What follows belongs to an exercise in optimizing a design on an open flow for small area, a short achievable clock period and few clock cycles; a production flow would make more cautious choices. Where RTL was checked, it was by simulation tests only, not by an equivalence proof against the original. For runs 1 to 3, only the layout was checked, not whether the RTL still works.

`design/flow/config.mk`:
```
export PLATFORM = sky130hd
export DESIGN_NAME = dcacheTop
export DESIGN_NICKNAME = dcacheTop
export VERILOG_FILES = /design/flow/design.v
export SDC_FILE = /design/flow/constraint.sdc
export NUM_CORES = 4
export LEC_CHECK = 0
export CAP_MARGIN = 20
export CORE_MARGIN = 2
export CORE_UTILIZATION = 45
export PLACE_DENSITY = 0.6
export SLEW_MARGIN = 20
```
`design/flow/constraint.sdc`:
```
create_clock -name core_clock -period 8.0 [get_ports {CLK}]
set_input_delay 1.6000 -clock core_clock [delete_from_list [all_inputs] [get_ports {CLK}]]
set_output_delay 1.6000 -clock core_clock [all_outputs]
set_load 0.01 [all_outputs]
```
`design/flow/design.v`:
```
`timescale 1ns/1ps
module frameStore #(
	parameter int setBits = 3
) (
	input  logic        CLK,
	input  logic        nRST,
	input  logic [31:0] memAddr,
	input  logic        flushing,
	output logic [1:0]  wayHit,
	output logic        replWay,
	output logic        victimDirty,
	output logic        anyDirty,
	output logic        flushWay,
	output logic [setBits-1:0] flushIdx,
	output logic [31-3-setBits:0] victimTag,
	input  logic        rdWord,
	output logic [31:0] rdData,
	input  logic        dataWe,
	input  logic        dataWay,
	input  logic        dataWord,
	input  logic [31:0] dataIn,
	input  logic        fillDone,
	input  logic        fillDirty,
	input  logic        storeHit,
	input  logic        touch,
	input  logic        touchWay,
	input  logic        flushClean
);
	localparam int idxLo   = 3;
	localparam int tagLo   = idxLo + setBits;
	localparam int tagBits = 32 - tagLo;
	localparam int sets    = 1 << setBits;
	logic [tagBits-1:0] tags [0:2*sets-1];
	logic [31:0]        data [0:4*sets-1];
	logic [2*sets-1:0]  valid;
	logic [2*sets-1:0]  dirty;
	logic [sets-1:0]    lru;
	logic [setBits-1:0] reqIdx;
	logic [tagBits-1:0] reqTag;
	logic [setBits-1:0] vIdx;
	logic               vWay;
	logic [2*sets-1:0]  tagEq;
	assign reqIdx = memAddr[idxLo +: setBits];
	assign reqTag = memAddr[tagLo +: tagBits];
	always_comb begin
		for (int f = 0; f < 2*sets; f++) begin
			tagEq[f] = valid[f] && (tags[f] == reqTag);
		end
	end
	assign wayHit[0] = !flushing && tagEq[{1'b0, reqIdx}];
	assign wayHit[1] = !flushing && tagEq[{1'b1, reqIdx}];
	always_comb begin
		if (!valid[{1'b0, reqIdx}]) begin
			replWay = 1'b0;
		end else if (!valid[{1'b1, reqIdx}]) begin
			replWay = 1'b1;
		end else begin
			replWay = ~lru[reqIdx];
		end
	end
	always_comb begin
		flushWay = 1'b0;
		flushIdx = '0;
		for (int w = 1; w >= 0; w--) begin
			for (int i = sets - 1; i >= 0; i--) begin
				if (dirty[w * sets + i]) begin
					flushWay = w[0];
					flushIdx = i[setBits-1:0];
				end
			end
		end
	end
	assign anyDirty = |dirty;
	assign vWay = flushing ? flushWay : replWay;
	assign vIdx = flushing ? flushIdx : reqIdx;
	assign victimDirty = dirty[{replWay, reqIdx}];
	assign victimTag   = tags[{vWay, vIdx}];
	logic [31:0] rd0, rd1;
	logic        rdSel;
	assign rd0   = data[{1'b0, vIdx, rdWord}];
	assign rd1   = data[{1'b1, vIdx, rdWord}];
	assign rdSel = wayHit[1] || (!wayHit[0] && vWay);
	assign rdData = rdSel ? rd1 : rd0;
	always_ff @(posedge CLK, negedge nRST) begin
		if (!nRST) begin
			valid <= '0;
			dirty <= '0;
			lru   <= '0;
		end else begin
			if (fillDone) begin
				valid[{replWay, reqIdx}] <= 1'b1;
				dirty[{replWay, reqIdx}] <= fillDirty;
			end
			if (storeHit) begin
				dirty[{wayHit[1], reqIdx}] <= 1'b1;
			end
			if (flushClean) begin
				dirty[{flushWay, flushIdx}] <= 1'b0;
			end
			if (touch) begin
				lru[reqIdx] <= touchWay;
			end
		end
	end
	always_ff @(posedge CLK) begin
		if (dataWe) begin
			data[{dataWay, reqIdx, dataWord}] <= dataIn;
		end
		if (fillDone) begin
			tags[{replWay, reqIdx}] <= reqTag;
		end
	end
endmodule
`timescale 1ns/1ps
module cacheController #(
	parameter int setBits = 3
) (
	input  logic        CLK,
	input  logic        nRST,
	input  logic        memRead,
	input  logic        memWrite,
	input  logic        halt,
	input  logic [31:0] memAddr,
	input  logic [31:0] memStore,
	input  logic [31:0] ramLoad,
	input  logic        ramWait,
	output logic        hit,
	output logic        flushed,
	output logic [31:0] memLoad,
	output logic        ramRead,
	output logic        ramWrite,
	output logic [31:0] ramAddr,
	output logic [31:0] ramStore,
	output logic        flushing,
	input  logic [1:0]  wayHit,
	input  logic        replWay,
	input  logic        victimDirty,
	input  logic        anyDirty,
	input  logic        flushWay,
	input  logic [setBits-1:0] flushIdx,
	input  logic [31-3-setBits:0] victimTag,
	output logic        rdWord,
	input  logic [31:0] rdData,
	output logic        dataWe,
	output logic        dataWay,
	output logic        dataWord,
	output logic [31:0] dataIn,
	output logic        fillDone,
	output logic        fillDirty,
	output logic        storeHit,
	output logic        touch,
	output logic        touchWay,
	output logic        flushClean
);
	localparam int idxLo = 3;
	logic [1:0] step;
	logic       flushMode;
	logic req;
	logic lookupHit;
	logic miss;
	logic [1:0] phase;
	logic       xferWord;
	logic       xfer;
	logic       lastRead;
	assign req       = memRead || memWrite;
	assign flushing  = halt || flushMode;
	assign lookupHit = |wayHit;
	assign miss      = req && !lookupHit;
	assign phase[1] = step[1] || !victimDirty;
	assign phase[0] = step[0];
	assign xferWord = flushing ? step[0] : (memAddr[2] ^ step[0] ^ phase[1]);
	assign rdWord   = flushing ? step[0] : (memAddr[2] ^ step[0]);
	assign ramRead  = miss && phase[1];
	assign ramWrite = (miss && !phase[1]) || (flushing && anyDirty);
	assign ramAddr  = (phase[1] && !flushing)
		? {memAddr[31:idxLo], xferWord, 2'b00}
		: {victimTag, (flushing ? flushIdx : memAddr[idxLo +: setBits]), xferWord, 2'b00};
	assign ramStore = rdData;
	assign xfer     = (ramRead || ramWrite) && !ramWait;
	assign lastRead = ramRead && phase[0] && !ramWait;
	assign hit     = (req && lookupHit) || lastRead;
	assign memLoad = (phase[1] && phase[0]) ? ramLoad : rdData;
	assign flushed = flushing && !anyDirty;
	assign dataWe   = (ramRead && !ramWait) || (memWrite && lookupHit);
	assign dataWay  = lookupHit ? wayHit[1] : replWay;
	assign dataWord = lookupHit ? memAddr[2] : xferWord;
	assign dataIn   = (memWrite && (lookupHit || phase[0])) ? memStore : ramLoad;
	assign fillDone   = lastRead;
	assign fillDirty  = memWrite;
	assign storeHit   = memWrite && lookupHit;
	assign touch      = hit;
	assign touchWay   = lookupHit ? wayHit[1] : replWay;
	assign flushClean = flushing && ramWrite && step[0] && !ramWait;
	always_ff @(posedge CLK, negedge nRST) begin
		if (!nRST) begin
			step      <= '0;
			flushMode <= 1'b0;
		end else begin
			if (halt) begin
				flushMode <= 1'b1;
			end
			if (lastRead || flushClean) begin
				step <= '0;
			end else if (xfer) begin
				step <= step + 2'd1;
			end
		end
	end
endmodule
`timescale 1ns/1ps
module dcacheTop #(
	parameter int setBits = 3
) (
	input  logic        CLK,
	input  logic        nRST,
	input  logic        memRead,
	input  logic        memWrite,
	input  logic [31:0] memAddr,
	input  logic [31:0] memStore,
	input  logic        halt,
	output logic        hit,
	output logic [31:0] memLoad,
	output logic        flushed,
	output logic        ramRead,
	output logic        ramWrite,
	output logic [31:0] ramAddr,
	output logic [31:0] ramStore,
	input  logic [31:0] ramLoad,
	input  logic        ramWait
);
	logic                  flushing;
	logic [1:0]            wayHit;
	logic                  replWay;
	logic                  victimDirty;
	logic                  anyDirty;
	logic                  flushWay;
	logic [setBits-1:0]    flushIdx;
	logic [31-3-setBits:0] victimTag;
	logic                  rdWord;
	logic [31:0]           rdData;
	logic                  dataWe;
	logic                  dataWay;
	logic                  dataWord;
	logic [31:0]           dataIn;
	logic                  fillDone;
	logic                  fillDirty;
	logic                  storeHit;
	logic                  touch;
	logic                  touchWay;
	logic                  flushClean;
	frameStore #(.setBits(setBits)) frameStore_i (
		.CLK         (CLK),
		.nRST        (nRST),
		.memAddr     (memAddr),
		.flushing    (flushing),
		.wayHit      (wayHit),
		.replWay     (replWay),
		.victimDirty (victimDirty),
		.anyDirty    (anyDirty),
		.flushWay    (flushWay),
		.flushIdx    (flushIdx),
		.victimTag   (victimTag),
		.rdWord      (rdWord),
		.rdData      (rdData),
		.dataWe      (dataWe),
		.dataWay     (dataWay),
		.dataWord    (dataWord),
		.dataIn      (dataIn),
		.fillDone    (fillDone),
		.fillDirty   (fillDirty),
		.storeHit    (storeHit),
		.touch       (touch),
		.touchWay    (touchWay),
		.flushClean  (flushClean)
	);
	cacheController #(.setBits(setBits)) cacheController_i (
		.CLK         (CLK),
		.nRST        (nRST),
		.memRead     (memRead),
		.memWrite    (memWrite),
		.halt        (halt),
		.memAddr     (memAddr),
		.memStore    (memStore),
		.ramLoad     (ramLoad),
		.ramWait     (ramWait),
		.hit         (hit),
		.flushed     (flushed),
		.memLoad     (memLoad),
		.ramRead     (ramRead),
		.ramWrite    (ramWrite),
		.ramAddr     (ramAddr),
		.ramStore    (ramStore),
		.flushing    (flushing),
		.wayHit      (wayHit),
		.replWay     (replWay),
		.victimDirty (victimDirty),
		.anyDirty    (anyDirty),
		.flushWay    (flushWay),
		.flushIdx    (flushIdx),
		.victimTag   (victimTag),
		.rdWord      (rdWord),
		.rdData      (rdData),
		.dataWe      (dataWe),
		.dataWay     (dataWay),
		.dataWord    (dataWord),
		.dataIn      (dataIn),
		.fillDone    (fillDone),
		.fillDirty   (fillDirty),
		.storeHit    (storeHit),
		.touch       (touch),
		.touchWay    (touchWay),
		.flushClean  (flushClean)
	);
endmodule
```
`design/flow/run.sh`:
```
#!/bin/bash
# synth_recipe.tcl (not shown) runs the flow's synth.tcl, then flattens the netlist and writes it again
# the make line also repeats each setting of config.mk as NAME=value (left out here)
make -C /OpenROAD-flow-scripts/flow DESIGN_CONFIG=/design/flow/config.mk WORK_HOME=/design/flow/orfs CLKGATE_MAP_FILE= SYNTH_SCRIPT=/design/flow/synth_recipe.tcl finish
```
==> flow_metrics.env, run 1 <==
export IMPL_drive_above_1_share_pct=16.50
export IMPL_synth_xor_area_share_pct=5.524
export IMPL_antenna_found_initial=6
export IMPL_synth_edf_count=1440
export IMPL_dr_pass1_iters=5
export IMPL_drtAntennaViolNets=0
export IMPL_area_delta_synth_final_pct=15.19
export IMPL_synthMuxAreaShare_pct=7.236
export IMPL_path_max_fanout=26
export IMPL_netlist_cell_type_count=83
export IMPL_setup_viol=0
export IMPL_numCtsBuffers=158
export IMPL_maxClockFrequency_mhz=128.5
export IMPL_synth_compound_area_share_pct=8.338
export IMPL_grtUsageTotal_pct=26.66
export IMPL_cts_setup_buffers=0
export IMPL_wl_per_cell_microns=29.19
export IMPL_holdPathEnd="frameStore_i.valid[4]"
export IMPL_drv_cap=0
export IMPL_outcome="finished clean"
export IMPL_root_buffer="clkbuf_16"
export IMPL_hp_class="flip-flop to flip-flop"
export IMPL_fin_crit_ns=7.784
export IMPL_worst_pin_slew_ns=1.018
export IMPL_grt_pass1_wl_microns=297400
export IMPL_routed_wl_microns=205000
export IMPL_async_flop_share_pct=2.900
export IMPL_synth_simple_area_share_pct=10.04
export IMPL_dp_final_hpwl_microns=124100
export IMPL_clock_latency_ns=0.81
export IMPL_final_nets=5076
export IMPL_grt_overflow=0
export IMPL_reg2regPathDepth=13
export IMPL_gp_congestion=0.9225
export IMPL_hp_start="frameStore_i.valid[4]"
export IMPL_clockBufferDepth=3
export IMPL_timing_rr_start="frameStore_i.tags[13][25]"
export IMPL_crit_slowest_cell="nor4_1"
export IMPL_io_buffer_count=197
export IMPL_htree_num_levels=4
export IMPL_die_area_sq_mm=0.1524
export IMPL_hold_buffers=0
export IMPL_drc=0
export IMPL_synth_top_family_by_area="simple AND/OR/NAND/NOR gates"
export IMPL_rows=141
export IMPL_final_common_cell="edfxtp_1"
export IMPL_path_clk_slew_ns=0.06
export IMPL_crit_chain="clkdlybuf4s50_1, nor2_2, nand2_1, or4_1, nor4_1, o32a_1, buf_4, nor3_4, buf_12, nor4_1, nor4_2, mux2_2, clkdlybuf4s50_1"
export IMPL_grt_setup_unrepaired="false"
export IMPL_hold_viol=0
export IMPL_tns_ns=0
export IMPL_ys_seq_area_share_pct=65.95
export IMPL_die_h_microns=390.4
export IMPL_instances_no_fill=7022
export IMPL_synthAdderAreaFrac_pct=0.1676
export IMPL_cts_tree="yes"
export IMPL_dpl_cell_count=6735
export IMPL_netlist_area_sq_mm=0.06720
export IMPL_start_util_pct=45.40
export IMPL_grt_pass1_vias=42000
export IMPL_crit_required_ns=6.40
export IMPL_die_w_microns=390.4
export IMPL_coreArea_sq_mm=0.1480
export IMPL_end_kind="output port"
export IMPL_via_per_inst=6.234
export IMPL_hold_ws_ns=0.4677
export IMPL_rrSetupSlack_ns=3.31
export IMPL_cts_repair_resize_count=0
export IMPL_slew_violations=0
export IMPL_cts_sinks=1483
export IMPL_vias=43780
export IMPL_mostFrequentLayoutCells="edfxtp_1 (1,440), nand2_1 (679), xor2_1 (268), buf_4 (202), clkdlybuf4s50_1 (173)"
export IMPL_slowest_delay_ns=0.73
export IMPL_r2r_end="frameStore_i.data[4][28]"
export IMPL_period_share_pct=97.30
export IMPL_arrival_ns=6.18
export IMPL_dr_first_iter_drc_count=5347
export IMPL_critPathLaunchType="input pin"
export IMPL_synth_warnings=2
export IMPL_ios=202
export IMPL_grt_max_degree=91
export IMPL_ys_flop_type="edfxtp_1"
export IMPL_critPathKind="input pin to output port"
export IMPL_syn_inst=4726
export IMPL_syn_area_per_cell_sq_um=14.22
export IMPL_utilization_pct=52.29
export IMPL_holdPathStages=1
export IMPL_skew_ns=0.05131
export IMPL_yosys_register_bits=1483
export IMPL_relSlewSlack_pct=31.59
-- per-stage QoR --
stage                     setup slack [ns]  instance area, sq um
after floorplan                     0.5183                 67200
after global placement              0.3837                 72610
after detailed placement            0.3734                 72610
after CTS                           0.3317                 77400
after global routing                0.1831                 77400
final                               0.2157                 77400
-- critical path, delay by kind of cell --
| family | cells | cell delay (ns) |
|---|---|---|
| and+or+nand+nor | 7 | 2.33 |
| buffers and inverters | 4 | 1.50 |
| AOI/OAI and AO/OA | 1 | 0.41 |
| muxes | 1 | 0.32 |
-- flip-flops by register name, summed over array words and instances, names as in the netlist --
signal,count
frameStore_i.valid,16
frameStore_i.dirty,16
frameStore_i.data,1024
cacheController_i.step,2
cacheController_i.flushMode,1
frameStore_i.lru,8
frameStore_i.tags,416
-- how the worst max path moves through the flow --
stage	endpoint	cells after the start	start
2_1_floorplan	frameStore_i.data[28][0]	12	memAddr[7]
3_3_place_gp	memLoad[27]	13	halt
3_5_place_dp	memLoad[0]	13	memAddr[30]
4_1_cts	memLoad[0]	13	memAddr[30]
5_1_grt	memLoad[0]	15	memAddr[30]
6_report	memLoad[27]	13	halt
-- Yosys cell counts, drive strengths merged (9+ instances only) --
library cell     n  area, sq um
nand2b           9        56.30
dfrtp           43         1076
mux2i          131         1315
o311ai          64        560.5
or3             10        62.56
and3            91        569.3
buf            176         1018
inv             18        67.56
a221oi         126         1104
xor2           269         2356
clkbuf         199        749.5
xnor2          154         1356
mux4           108         2432
a311oi          64        560.5
nor3            28        155.2
nor4           186         1364
nor2            54        207.7
and2           130        813.3
ha               9        112.6
o211a           27        270.3
nand4           48        300.3
a31oi           81        513.0
mux2            99         1115
edfxtp        1440        43240
a21oi           74        374.1
nand2          681         2559
a2111oi         31        452.9
nand3           94        470.5
o21ai           85        425.4
a211oi         101        758.2
-- layer usage --
| metal | wire [microns] | vias to the layer above | share of wire (%) | GRT usage [%] |
|---|---|---|---|---|
| met3 | 19100 | 312 | 9.3 | 5.125 |
| met5 | 37 | - | 0.018 | 0 |
| met2 | 92570 | 2143 | 45 | 39.70 |
| met1 | 88040 | 22490 | 43 | 39.83 |
| li1 | - | 18830 | - | - |
| met4 | 5247 | 6 | 2.6 | 7.561 |
-- cell type report --
class | instances | area [sq um]
Antenna cell | 2 | 5.005
Clock inverter | 79 | 581.8
Timing Repair Buffer | 453 | 4464
Sequential cell | 1483 | 44320
Multi-Input combinational cell | 2850 | 21330
Tap cell | 1930 | 2415
Clock buffer | 206 | 4205
Inverter | 19 | 88.84
Fill cell | 12110 | 70610
-- logic make-up (layout without fill, tap and decap cells) --
| family | after synthesis | after routing |
|---|---|---|
| compound gates | 721 | 721 |
| xor+xnor | 423 | 423 |
| fa+ha+maj | 9 | 9 |
| other cells | 1 | 4 |
| flops | 1483 | 1483 |
| simple gates | 1357 | 1357 |
| buf+inv | 394 | 757 |
| mux | 338 | 338 |
==> inputs of run 2 (changes only) <==
--- a/design/flow/config.mk
+++ b/design/flow/config.mk
@@ -9,4 +9,5 @@
 export CORE_MARGIN = 2
 export CORE_UTILIZATION = 45
 export PLACE_DENSITY = 0.6
+export SETUP_SLACK_MARGIN = 3.0
 export SLEW_MARGIN = 20
==> run 2 against run 1 <==
Still clean. Fmax is 19% higher. Hold slack better by 0.0081 ns. Global-route usage up 3.6 points. Cell area increased by 13%. Non-clock buffer count is 354 higher. Die area did not move. First-iteration DRC count is 25% higher. Synthesized cell count unchanged. Routed wire length rose by 16%. Critical path type unchanged. Largest cell class unchanged.
==> flow_metrics.env, run 2 <==
export IMPL_numCtsBuffers=159
export IMPL_ios=202
export IMPL_yosys_register_bits=1483
export IMPL_path_clk_slew_ns=0.06
export IMPL_vias=47420
export IMPL_grt_setup_unrepaired="true"
export IMPL_synth_warnings=2
export IMPL_syn_inst=4726
export IMPL_rows=141
export IMPL_synth_area_leaders="edfxtp_1 (64%), nand2_1 (3.8%), mux4_2 (3.6%)"
export IMPL_start_util_pct=45.40
export IMPL_reg_largest_list="frameStore_i.data: 1024 flops, frameStore_i.tags: 416 flops"
export IMPL_rrSetupSlack_ns=3.42
export IMPL_via_per_inst=6.413
export IMPL_drive_above_1_share_pct=30.01
export IMPL_reg2regPathDepth=15
export IMPL_hold_viol=0
export IMPL_multi_input_area_sq_mm=0.02504
export IMPL_ys_seq_area_share_pct=65.95
export IMPL_io_buffer_count=197
export IMPL_synth_top_cell_by_area="edfxtp_1"
export IMPL_antenna_found_initial=8
export IMPL_hp_class="flip-flop to flip-flop"
export IMPL_hp_start="frameStore_i.valid[4]"
export IMPL_slowest_delay_ns=0.57
export IMPL_synth_common_cells="edfxtp_1 (1,440), nand2_1 (680), xor2_1 (269)"
export IMPL_setup_viol=0
export IMPL_crit_chain="buf_12, buf_12, xor2_4, nor4_4, nand3_2, or4_4, a22oi_4, buf_6, nor3_4, buf_12, buf_12, buf_16, buf_12, nor4_4, nor4_2, buf_4, mux2_4, buf_6"
export IMPL_critPathLaunchType="input pin"
export IMPL_ys_flop_type="edfxtp_1"
export IMPL_die_w_microns=390.4
export IMPL_hold_buffers=0
export IMPL_relSlewSlack_pct=34.10
export IMPL_holdPathEnd="frameStore_i.valid[4]"
export IMPL_grt_max_degree=99
export IMPL_synth_top_cell_area_share_pct=64.35
export IMPL_coreArea_sq_mm=0.1480
export IMPL_fin_crit_ns=6.564
export IMPL_dp_slack_ns=0.3110
export IMPL_skew_ns=0.05088
export IMPL_die_area_sq_mm=0.1524
export IMPL_largest_register="frameStore_i.data"
export IMPL_arrival_ns=4.96
export IMPL_gp_congestion=0.9133
export IMPL_grt_overflow=0
export IMPL_netlist_area_sq_mm=0.06720
export IMPL_timing_rr_start="frameStore_i.valid[0]"
export IMPL_crit_required_ns=6.40
export IMPL_netlist_cell_type_count=83
export IMPL_mostFrequentLayoutCells="edfxtp_1 (1,440), nand2_1 (636), buf_4 (298), xor2_1 (224), clkbuf_16 (174)"
export IMPL_async_flop_share_pct=2.900
export IMPL_r2r_end="frameStore_i.data[23][10]"
export IMPL_cts_tree="yes"
export IMPL_cts_sinks=1483
export IMPL_grt_pass1_vias=44880
export IMPL_grt_pass1_wl_microns=331600
export IMPL_setup_slack_ns=1.436
export IMPL_final_common_cell="edfxtp_1"
export IMPL_period_share_pct=82.05
export IMPL_syn_area_per_cell_sq_um=14.22
export IMPL_crit_slowest_cell="or4_4"
export IMPL_htree_num_levels=4
export IMPL_die_h_microns=390.4
export IMPL_maxClockFrequency_mhz=152.3
export IMPL_drtAntennaViolNets=0
export IMPL_wl_per_cell_microns=32.14
export IMPL_regArea_sq_mm=0.04432
export IMPL_largest_reg_flops=1024
export IMPL_critPathKind="input pin to output port"
export IMPL_synth_edf_count=1440
export IMPL_worst_pin_slew_ns=0.9809
export IMPL_final_nets=5437
export IMPL_dr_first_iter_drc_count=6707
export IMPL_drv_cap=0
export IMPL_dp_final_hpwl_microns=124300
export IMPL_drc=0
export IMPL_tns_ns=0
export IMPL_outcome="finished clean"
export IMPL_root_buffer="clkbuf_16"
export IMPL_slew_violations=0
export IMPL_routed_wl_microns=237700
export IMPL_grtUsageTotal_pct=30.24
export IMPL_end_kind="output port"
export IMPL_area_delta_synth_final_pct=30.52
export IMPL_fillers=10970
export IMPL_synth_most_common_cell="edfxtp_1"
export IMPL_clock_latency_ns=0.84
export IMPL_clockBufferDepth=3
export IMPL_path_max_fanout=7
export IMPL_dr_pass1_iters=6
export IMPL_holdPathStages=1
export IMPL_crit_top_cell="buf_12"
-- run 2: cell counts after synthesis --
Identical to the previous run, type by type.
-- run 2: cell families after synthesis --
| logic type | count (synthesis) | synth area share (%) |
|---|---|---|
| flops | 1483 | 65.95 |
| xor+xnor | 423 | 5.524 |
| other cells | 1 | 0.005581 |
| simple gates | 1357 | 10.04 |
| compound gates | 721 | 8.338 |
| buf+inv | 394 | 2.737 |
| mux | 338 | 7.236 |
| fa+ha+maj | 9 | 0.1676 |
-- run 2: timing repair --
action,in CTS,in global routing
cloned,60,12
buffers inserted,215,94
resized for setup,1152,257
pin swaps,188,109
setup endpoints to repair,2561,1490
-- run 2: how the worst max path moves through the flow --
stage,start,endpoint,slack (ns),depth (start not counted)
5_1_grt,memAddr[19],memLoad[15],1.36,17
2_1_floorplan,memAddr[20],memLoad[10],2.29,12
3_3_place_gp,halt,memLoad[7],0.32,13
3_5_place_dp,halt,memLoad[7],0.31,13
6_report,memAddr[23],memLoad[21],1.44,18
4_1_cts,memAddr[27],memLoad[24],1.49,17
-- run 2: critical path: cells and delay by family --
family          cells  cell delay (ns)
simple gates        6             1.35
buf+inv             9             1.29
mux                 1             0.26
compound gates      1             0.25
xor+xnor            1             0.16
-- run 2: routing by layer --
layer / global-route usage (%) / vias to the layer above / share of wire (%)
li1: - / 19600 / -
met5: 0 / - / 0.013
met1: 45.03 / 24450 / 41
met4: 8.817 / 6 / 2.9
met3: 6.786 / 383 / 12
met2: 44.32 / 2984 / 44
-- run 2: cell type report --
type	count	area share [%]
clock buffers	200	4.817
inverters	19	0.1412
flip-flops and latches	1483	50.53
well taps	1930	2.753
clock inverters	94	1.051
diodes	6	0.01712
repair inverters	4	0.06419
repair buffers	807	12.08
multi-input cells	2852	28.55
-- run 2: through the flow --
stage	instance area (sq um)	util [%]	instances	hold slack, ns
after floorplan	68000	-	4727	0.4202
after global placement	72880	49.24	6714	0.4522
after detailed placement	72880	49.24	6714	0.4471
after CTS	85490	57.76	7283	0.4725
after global routing	87700	59.25	7389	0.5078
final	87710	59.26	7395	0.4757
==> inputs of run 3 (changes only) <==
--- a/design/flow/config.mk
+++ b/design/flow/config.mk
@@ -5,9 +5,9 @@
 export SDC_FILE = /design/flow/constraint.sdc
 export NUM_CORES = 4
 export LEC_CHECK = 0
+export ABC_AREA = 1
 export CAP_MARGIN = 20
 export CORE_MARGIN = 2
 export CORE_UTILIZATION = 45
 export PLACE_DENSITY = 0.6
-export SETUP_SLACK_MARGIN = 3.0
 export SLEW_MARGIN = 20
==> run 3 against run 2 <==
Area after synthesis up 4.5%. Via count increased by 9.4%. Critical path depth rose by 3. Synthesized cell count grew 37%. Global-route usage fell by 0.94 points. Sequential cell count unchanged. Utilization down 7.0 points. Highest routed layer unchanged. Non-clock buffer count shrank 394. First-iteration DRC count is 12% lower. Cell area down 7.9%. Largest cell class unchanged. Setup slack got worse by 0.98 ns.
==> flow_metrics.env, run 3 <==
export IMPL_netlist_cell_type_count=52
export IMPL_maxClockFrequency_mhz=132.5
export IMPL_grt_max_degree=157
export IMPL_synth_top_cell_area_share_pct=61.55
export IMPL_clock_latency_ns=0.83
export IMPL_timing_rr_start="frameStore_i.valid[7]"
export IMPL_die_area_sq_mm=0.1593
export IMPL_htree_num_levels=4
export IMPL_rows=144
export IMPL_worst_pin_slew_ns=1.038
export IMPL_drv_cap=0
export IMPL_crit_slowest_cell="clkdlybuf4s50_1"
export IMPL_cts_tree="yes"
export IMPL_final_nets=6760
export IMPL_synth_edf_count=1440
export IMPL_period_share_pct=94.35
export IMPL_synth_common_cells="edfxtp_1 (1,440), nand2_1 (1,325), nand3_1 (1,325)"
export IMPL_synth_simple_area_share_pct=19.92
export IMPL_crit_top_cell="nand2_1"
export IMPL_grt_pass1_vias=49470
export IMPL_gp_congestion=1.003
export IMPL_routed_top_layer="met5"
export IMPL_numCtsBuffers=160
export IMPL_synth_compound_area_share_pct=2.558
export IMPL_startpoint="memAddr[21]"
export IMPL_hold_buffers=0
export IMPL_drive_above_1_share_pct=8.654
export IMPL_dr_wl_met3_microns=20090
export IMPL_path_max_fanout=12
export IMPL_dp_final_hpwl_microns=145300
export IMPL_routed_wl_microns=236500
export IMPL_synthAdderAreaFrac_pct=0.1603
export IMPL_synth_top_cell_by_area="edfxtp_1"
export IMPL_grt_overflow=0
export IMPL_dr_pass1_iters=8
export IMPL_ys_seq_area_share_pct=63.08
export IMPL_hp_class="flip-flop to flip-flop"
export IMPL_drtAntennaViolNets=0
export IMPL_critPathKind="input pin to output port"
export IMPL_setup_viol=0
export IMPL_syn_inst=6476
export IMPL_cts_sinks=1483
export IMPL_drc=0
export IMPL_synth_most_common_cell="edfxtp_1"
export IMPL_mostFrequentLayoutCells="edfxtp_1 (1,440), nand3_1 (1,324), nand2_1 (1,322), inv_1 (509), mux2i_1 (480)"
export IMPL_die_h_microns=399.1
export IMPL_clockBufferDepth=3
export IMPL_hold_viol=0
export IMPL_largest_reg_flops=1024
export IMPL_syn_area_per_cell_sq_um=10.85
export IMPL_utilization_pct=52.25
export IMPL_arrival_ns=5.95
export IMPL_final_common_cell="edfxtp_1"
export IMPL_crit_chain="clkdlybuf4s50_1, inv_1, buf_4, o22ai_1, nor3_1, nand4_1, nor2_1, nand2_1, nand3_1, nand3_1, nand2_1, inv_2, nand2_1, nand2_2, inv_2, buf_12, nand3_1, nand2_1, nand2_1, nand2_1, clkdlybuf4s50_1"
export IMPL_wl_per_cell_microns=26.78
export IMPL_synth_top_family_by_area="simple AND/OR/NAND/NOR gates"
export IMPL_grt_setup_unrepaired="false"
export IMPL_start_util_pct=45.44
export IMPL_coreArea_sq_mm=0.1546
export IMPL_ys_flop_type="edfxtp_1"
export IMPL_antenna_found_initial=4
export IMPL_crit_required_ns=6.40
export IMPL_fillers=13590
export IMPL_vias=51860
export IMPL_skew_ns=0.06560
export IMPL_largest_register="frameStore_i.data"
export IMPL_grtUsageTotal_pct=29.30
export IMPL_wl_met2_microns=109400
export IMPL_netlist_area_sq_mm=0.07025
export IMPL_ios=202
export IMPL_cts_setup_buffers=0
export IMPL_yosys_register_bits=1483
export IMPL_outcome="finished clean"
export IMPL_critPathLaunchType="input pin"
export IMPL_slowest_delay_ns=0.61
export IMPL_relSlewSlack_pct=30.77
export IMPL_die_w_microns=399.1
export IMPL_via_per_inst=5.872
export IMPL_dr_first_iter_drc_count=5910
export IMPL_instances_no_fill=8831
export IMPL_root_buffer="clkbuf_16"
export IMPL_crit_family="buffers and inverters"
export IMPL_dpl_cell_count=8530
export IMPL_cp_num_buf_inv=7
export IMPL_synth_xor_area_share_pct=1.920
export IMPL_slew_violations=0
export IMPL_fin_crit_ns=7.548
export IMPL_reg_largest_list="frameStore_i.data: 1024 flops, frameStore_i.tags: 416 flops"
export IMPL_tns_ns=0
export IMPL_cts_repair_resize_count=0
export IMPL_grt_pass1_wl_microns=339500
export IMPL_synthMuxAreaShare_pct=6.839
export IMPL_path_clk_slew_ns=0.05
export IMPL_synth_area_leaders="edfxtp_1 (62%), nand3_1 (9.4%), nand2_1 (7.1%)"
export IMPL_io_buffer_count=197
export IMPL_area_delta_synth_final_pct=14.98
export IMPL_met1_length_microns=94250
export IMPL_async_flop_share_pct=2.900
export IMPL_end_kind="output port"
export IMPL_synth_warnings=2
export IMPL_hp_start="frameStore_i.valid[9]"
export IMPL_hold_ws_ns=0.4625
run 3: path summary, 6_finish.rpt:
| kind | end | slack [ns] | depth (start not counted) |
|---|---|---|---|
| setup / recovery | memLoad[28] | 0.45 | 21 |
| hold / removal | frameStore_i.valid[9] | 0.46 | 2 |
| setup reg to reg | frameStore_i.data[3][11] | 3.05 | 17 |
| hold reg to reg | frameStore_i.valid[9] | 0.46 | 2 |
| max in group asynchronous | frameStore_i.lru[1] | 6.72 | 1 |
| min in group asynchronous | frameStore_i.dirty[13] | 0.85 | 1 |
run 3: logic make-up after synthesis:
kind of cell	Yosys count
buffers and inverters	929
adders and majority gates	9
DFF	1483
xor gates and xnor gates	154
AOI/OAI and AO/OA	287
other	1
and+or+nand+nor	3133
muxes	480
run 3: final cells by class:
type | count | area (sq um) | area share, %
Sequential cell | 1483 | 44320 | 54.86
Clock buffer | 205 | 4203 | 5.203
Multi-Input combinational cell | 4065 | 22620 | 28.01
Clock inverter | 91 | 1007 | 1.247
Antenna cell | 4 | 10.01 | 0.01239
Inverter | 526 | 1987 | 2.460
Timing Repair Buffer | 413 | 4073 | 5.042
Tap cell | 2044 | 2557 | 3.166
run 3: worst min-delay path: cells and delay by family (launching register included):
kind,cells,cell delay [ns]
buffers and inverters,1,0.04
DFF,1,0.33
and+or+nand+nor,1,0.05
run 3: metal layers:
metal  GRT usage, %  up-vias
met1          38.87    25450
met2          46.66     2674
met4          14.57        2
met3          5.001      571
met5              0        -
li1               -    23160
run 3: through the flow:
step | setup WS, ns | instance area, sq um
3_5_place_dp | 0.5784 | 75450
2_1_floorplan | 2.034 | 70260
6_report | 0.4519 | 80780
3_3_place_gp | 0.5743 | 75420
5_1_grt | 0.2722 | 80770
4_1_cts | 0.5381 | 80660
==> inputs of run 4 (changes only) <==
--- a/design/flow/design.v
+++ b/design/flow/design.v
@@ -14,7 +14,8 @@
 	output logic [setBits-1:0] flushIdx,
 	output logic [31-3-setBits:0] victimTag,
 	input  logic        rdWord,
-	output logic [31:0] rdData,
+	output logic [31:0] hitData,
+	output logic [31:0] victimData,
 	input  logic        dataWe,
 	input  logic        dataWay,
 	input  logic        dataWord,
@@ -58,29 +59,36 @@
 			replWay = ~lru[reqIdx];
 		end
 	end
+	logic [2*sets-1:0] dirtyLeft;
+	logic              nextFlushWay;
+	logic [setBits-1:0] nextFlushIdx;
+	assign dirtyLeft = flushClean ? (dirty & ~(1 << {flushWay, flushIdx})) : dirty;
 	always_comb begin
-		flushWay = 1'b0;
-		flushIdx = '0;
+		nextFlushWay = 1'b0;
+		nextFlushIdx = '0;
 		for (int w = 1; w >= 0; w--) begin
 			for (int i = sets - 1; i >= 0; i--) begin
-				if (dirty[w * sets + i]) begin
-					flushWay = w[0];
-					flushIdx = i[setBits-1:0];
+				if (dirtyLeft[w * sets + i]) begin
+					nextFlushWay = w[0];
+					nextFlushIdx = i[setBits-1:0];
 				end
 			end
 		end
 	end
+	always_ff @(posedge CLK) begin
+		flushWay <= nextFlushWay;
+		flushIdx <= nextFlushIdx;
+	end
 	assign anyDirty = |dirty;
 	assign vWay = flushing ? flushWay : replWay;
 	assign vIdx = flushing ? flushIdx : reqIdx;
 	assign victimDirty = dirty[{replWay, reqIdx}];
 	assign victimTag   = tags[{vWay, vIdx}];
 	logic [31:0] rd0, rd1;
-	logic        rdSel;
-	assign rd0   = data[{1'b0, vIdx, rdWord}];
-	assign rd1   = data[{1'b1, vIdx, rdWord}];
-	assign rdSel = wayHit[1] || (!wayHit[0] && vWay);
-	assign rdData = rdSel ? rd1 : rd0;
+	assign rd0 = data[{1'b0, vIdx, rdWord}];
+	assign rd1 = data[{1'b1, vIdx, rdWord}];
+	assign hitData    = wayHit[1] ? rd1 : rd0;
+	assign victimData = vWay ? rd1 : rd0;
 	always_ff @(posedge CLK, negedge nRST) begin
 		if (!nRST) begin
 			valid <= '0;
@@ -140,7 +148,8 @@
 	input  logic [setBits-1:0] flushIdx,
 	input  logic [31-3-setBits:0] victimTag,
 	output logic        rdWord,
-	input  logic [31:0] rdData,
+	input  logic [31:0] hitData,
+	input  logic [31:0] victimData,
 	output logic        dataWe,
 	output logic        dataWay,
 	output logic        dataWord,
@@ -163,7 +172,7 @@
 	logic       xfer;
 	logic       lastRead;
 	assign req       = memRead || memWrite;
-	assign flushing  = halt || flushMode;
+	assign flushing  = flushMode;
 	assign lookupHit = |wayHit;
 	assign miss      = req && !lookupHit;
 	assign phase[1] = step[1] || !victimDirty;
@@ -175,11 +184,11 @@
 	assign ramAddr  = (phase[1] && !flushing)
 		? {memAddr[31:idxLo], xferWord, 2'b00}
 		: {victimTag, (flushing ? flushIdx : memAddr[idxLo +: setBits]), xferWord, 2'b00};
-	assign ramStore = rdData;
+	assign ramStore = victimData;
 	assign xfer     = (ramRead || ramWrite) && !ramWait;
 	assign lastRead = ramRead && phase[0] && !ramWait;
 	assign hit     = (req && lookupHit) || lastRead;
-	assign memLoad = (phase[1] && phase[0]) ? ramLoad : rdData;
+	assign memLoad = (phase[1] && phase[0]) ? ramLoad : hitData;
 	assign flushed = flushing && !anyDirty;
 	assign dataWe   = (ramRead && !ramWait) || (memWrite && lookupHit);
 	assign dataWay  = lookupHit ? wayHit[1] : replWay;
@@ -237,7 +246,8 @@
 	logic [setBits-1:0]    flushIdx;
 	logic [31-3-setBits:0] victimTag;
 	logic                  rdWord;
-	logic [31:0]           rdData;
+	logic [31:0]           hitData;
+	logic [31:0]           victimData;
 	logic                  dataWe;
 	logic                  dataWay;
 	logic                  dataWord;
@@ -261,7 +271,8 @@
 		.flushIdx    (flushIdx),
 		.victimTag   (victimTag),
 		.rdWord      (rdWord),
-		.rdData      (rdData),
+		.hitData     (hitData),
+		.victimData  (victimData),
 		.dataWe      (dataWe),
 		.dataWay     (dataWay),
 		.dataWord    (dataWord),
@@ -299,7 +310,8 @@
 		.flushIdx    (flushIdx),
 		.victimTag   (victimTag),
 		.rdWord      (rdWord),
-		.rdData      (rdData),
+		.hitData     (hitData),
+		.victimData  (victimData),
 		.dataWe      (dataWe),
 		.dataWay     (dataWay),
 		.dataWord    (dataWord),
--- a/design/flow/config.mk
+++ b/design/flow/config.mk
@@ -5,9 +5,10 @@
 export SDC_FILE = /design/flow/constraint.sdc
 export NUM_CORES = 4
 export LEC_CHECK = 0
-export ABC_AREA = 1
 export CAP_MARGIN = 20
 export CORE_MARGIN = 2
 export CORE_UTILIZATION = 45
 export PLACE_DENSITY = 0.6
+export SETUP_SLACK_MARGIN = 5.0
 export SLEW_MARGIN = 20
+export TNS_END_PERCENT = 0
==> run 4 against run 3 <==
Die area shrank 4.5%. Hold slack gained 0.024 ns. Sequential cell count increased by 4. Via count decreased by 7.3%. Fmax grew 27%. Utilization is 2.7 points higher. Area after synthesis is 4.6% lower. Non-clock buffer count up 117. First-iteration DRC count shrank 10%.
==> flow_metrics.env, run 4 <==
export IMPL_ys_flop_type="edfxtp_1"
export IMPL_synth_compound_area_share_pct=6.376
export IMPL_vias=48080
export IMPL_synth_top_family_by_area="simple AND/OR/NAND/NOR gates"
export IMPL_hold_ws_ns=0.4864
export IMPL_instances_no_fill=7938
export IMPL_utilization_pct=54.90
export IMPL_ys_seq_area_share_pct=66.21
export IMPL_critPathLaunchType="input pin"
export IMPL_clockBufferDepth=3
export IMPL_die_area_sq_mm=0.1521
export IMPL_numCtsBuffers=160
export IMPL_drtAntennaViolNets=0
export IMPL_critPathKind="input pin to output port"
export IMPL_mostFrequentLayoutCells="nand2_1 (1,544), edfxtp_1 (1,440), nand3_1 (552), xor2_1 (328), buf_4 (190)"
export IMPL_htree_num_levels=4
export IMPL_reg_largest_list="frameStore_i.data: 1024 flops, frameStore_i.tags: 416 flops"
export IMPL_dpl_cell_count=7523
export IMPL_stdcell_area_sq_mm=0.08117
export IMPL_synth_area_leaders="edfxtp_1 (64%), nand2_1 (8.7%), xor2_1 (4.5%)"
export IMPL_largest_register="frameStore_i.data"
export IMPL_antenna_found_initial=10
export IMPL_final_common_cell="nand2_1"
export IMPL_via_per_inst=6.057
export IMPL_hold_viol=0
export IMPL_dp_final_hpwl_microns=126500
export IMPL_dp_slack_ns=0.5623
export IMPL_drv_cap=0
export IMPL_path_max_fanout=13
export IMPL_synth_common_cells="nand2_1 (1,552), edfxtp_1 (1,440), nand3_1 (554)"
export IMPL_ios=202
export IMPL_synthAdderAreaFrac_pct=0.2239
export IMPL_yosys_register_bits=1487
export IMPL_synth_most_common_cell="nand2_1"
export IMPL_netlist_cell_type_count=81
export IMPL_outcome="finished clean"
export IMPL_worst_pin_slew_ns=0.9762
export IMPL_drive_above_1_share_pct=17.05
export IMPL_area_delta_synth_final_pct=21.05
export IMPL_placed_cell_area_sq_mm=0.07256
export IMPL_rows=141
export IMPL_arrival_ns=4.35
export IMPL_synthMuxAreaShare_pct=1.737
export IMPL_cts_tree="yes"
export IMPL_dr_pass1_iters=6
export IMPL_dr_first_iter_drc_count=5292
export IMPL_setup_slack_ns=2.052
export IMPL_cts_sinks=1487
export IMPL_crit_required_ns=6.40
export IMPL_tns_ns=0
export IMPL_maxClockFrequency_mhz=168.1
export IMPL_relSlewSlack_pct=34.92
export IMPL_fin_crit_ns=5.948
export IMPL_final_nets=5999
export IMPL_synth_top_cell_by_area="edfxtp_1"
export IMPL_synth_simple_area_share_pct=17.02
export IMPL_io_buffer_count=197
export IMPL_period_share_pct=74.35
export IMPL_setup_viol=0
export IMPL_gp_congestion=0.9110
export IMPL_syn_area_per_cell_sq_um=12.01
export IMPL_grt_pass1_vias=44740
export IMPL_routed_wl_microns=228200
export IMPL_grt_setup_unrepaired="true"
export IMPL_largest_reg_flops=1024
export IMPL_syn_inst=5584
export IMPL_async_flop_share_pct=2.892
export IMPL_wl_per_cell_microns=28.74
export IMPL_grt_overflow=0
export IMPL_netlist_area_sq_mm=0.06705
export IMPL_coreArea_sq_mm=0.1478
export IMPL_grt_pass1_wl_microns=321900
export IMPL_path_clk_slew_ns=0.06
export IMPL_die_h_microns=390.0
export IMPL_grtUsageTotal_pct=29.29
export IMPL_synth_top_cell_area_share_pct=64.49
export IMPL_start_util_pct=45.36
export IMPL_synth_xor_area_share_pct=5.561
export IMPL_root_buffer="clkbuf_16"
export IMPL_grt_max_degree=76
export IMPL_slew_violations=0
export IMPL_die_w_microns=390.0
export IMPL_drc=0
export IMPL_hp_class="flip-flop to flip-flop"
export IMPL_hold_buffers=0
export IMPL_synth_warnings=2
export IMPL_end_kind="output port"
export IMPL_skew_ns=0.02732
export IMPL_synth_edf_count=1440
export IMPL_clock_latency_ns=0.80
==> run 4: cell count changes after synthesis, sizes merged, moves of 65 or more <==
cell,change
o21ai,-103
mux2,+66
buf,-73
a31o,+65
nor2,-182
xor2,+246
a311oi,+182
nor4,+72
and3,+174
nand3,-772
o22ai,-68
inv,-498
nand2,+216
mux2i,-445
==> run 4: final cells by class <==
class	count	area [sq um]
diodes	2	5.005
clock buffers	200	4239
clock inverters	83	653.1
fillers	12320	66670
inverters	26	120.1
multi-input cells	3679	22870
flip-flops and latches	1487	44400
well taps	1930	2415
repair buffers	530	6452
repair inverters	1	8.758
==> run 4: critical path, stage by stage <==
cell and delay [ns]:
buf_4 0.17, inv_2 0.16, buf_6 0.19, mux4_2 0.37, nand2_4 0.14, nand2_4 0.07, mux2i_4 0.17, buf_12 0.18
buf_12 0.16, a311oi_1 0.07, a211oi_2 0.57, o31ai_4 0.16, dlygate4sd2_1 0.31
==> run 4: repair_timing <==
| action | 4_1_cts | 5_1_grt |
|---|---|---|
| setup endpoints to repair | 2607 | 2608 |
| resized for setup | 513 | 108 |
| gates cloned | 34 | 5 |
| pin swaps | 48 | 35 |
| setup buffers | 55 | 35 |
==> run 4: final timing paths <==
check	start	endpoint	slack, ns	cells past startpoint
min	frameStore_i.valid[1]	frameStore_i.valid[1]	0.49	1
max reg2reg	cacheController_i.flushMode	frameStore_i.data[11][15]	3.31	14
min reg2reg	frameStore_i.valid[1]	frameStore_i.valid[1]	0.49	1
min in group asynchronous	nRST	cacheController_i.flushMode	0.81	1
max	memAddr[3]	ramAddr[16]	2.05	13
max in group asynchronous	nRST	cacheController_i.step[0]	6.74	1
==> run 4: metal layers <==
layer  share of wire [%]  vias to the layer above  GRT usage, %
met5              0.0035                        -             0
met4                 4.5                        2         12.31
met3                 8.2                      474         4.490
met2                  48                     2430         47.45
met1                  39                    24130         39.43
li1                    -                    21050             -
==> run 4: cell families (layout without fill, tap and decap cells) <==
family,after synthesis,count (layout)
buf+inv,419,840
other cells,1,4
xor+xnor,424,424
simple gates,2590,2590
compound gates,547,547
flops,1487,1487
fa+ha+maj,12,12
mux,104,104
Testbench counts of run 4, summed over its fixed seeds: cycles 26,799.

==> static timing again, ports no longer ideal <==
No port has a modelled driver above. Below, the same layouts with a new extraction and two added sets of constraints.
Step 1: set_driving_cell puts a clkbuf_16 on CLK and a buf_2 on each other input, an assumption about the parent block.
Step 2, shift: input delay + t, output delay - t, t = (earliest + latest rising clock arrival at the registers) / 2. This alone moves slack from input paths to output paths.
Three values: no drivers, after step 1, after step 2; two values: the first two.
run	t, ns	slack for setup (ns)	worst setup path after step 2	slew at the worst register clock pin (ns)
run 1	0.872	0.216 / 0.188 / 0.188	input to output	0.06 / 0.06
run 2	0.903	1.436 / 1.328 / 1.328	input to output	0.06 / 0.06
run 3	0.881	0.452 / 0.425 / 0.425	input to output	0.06 / 0.06
run 4	0.867	2.052 / 2.004 / 1.977	input to register	0.06 / 0.06
After both steps setup and hold are still met in every run listed. The setup slack of run 2, which loses most, moves by -0.108 ns with the drivers and by -0.108 ns with both steps.
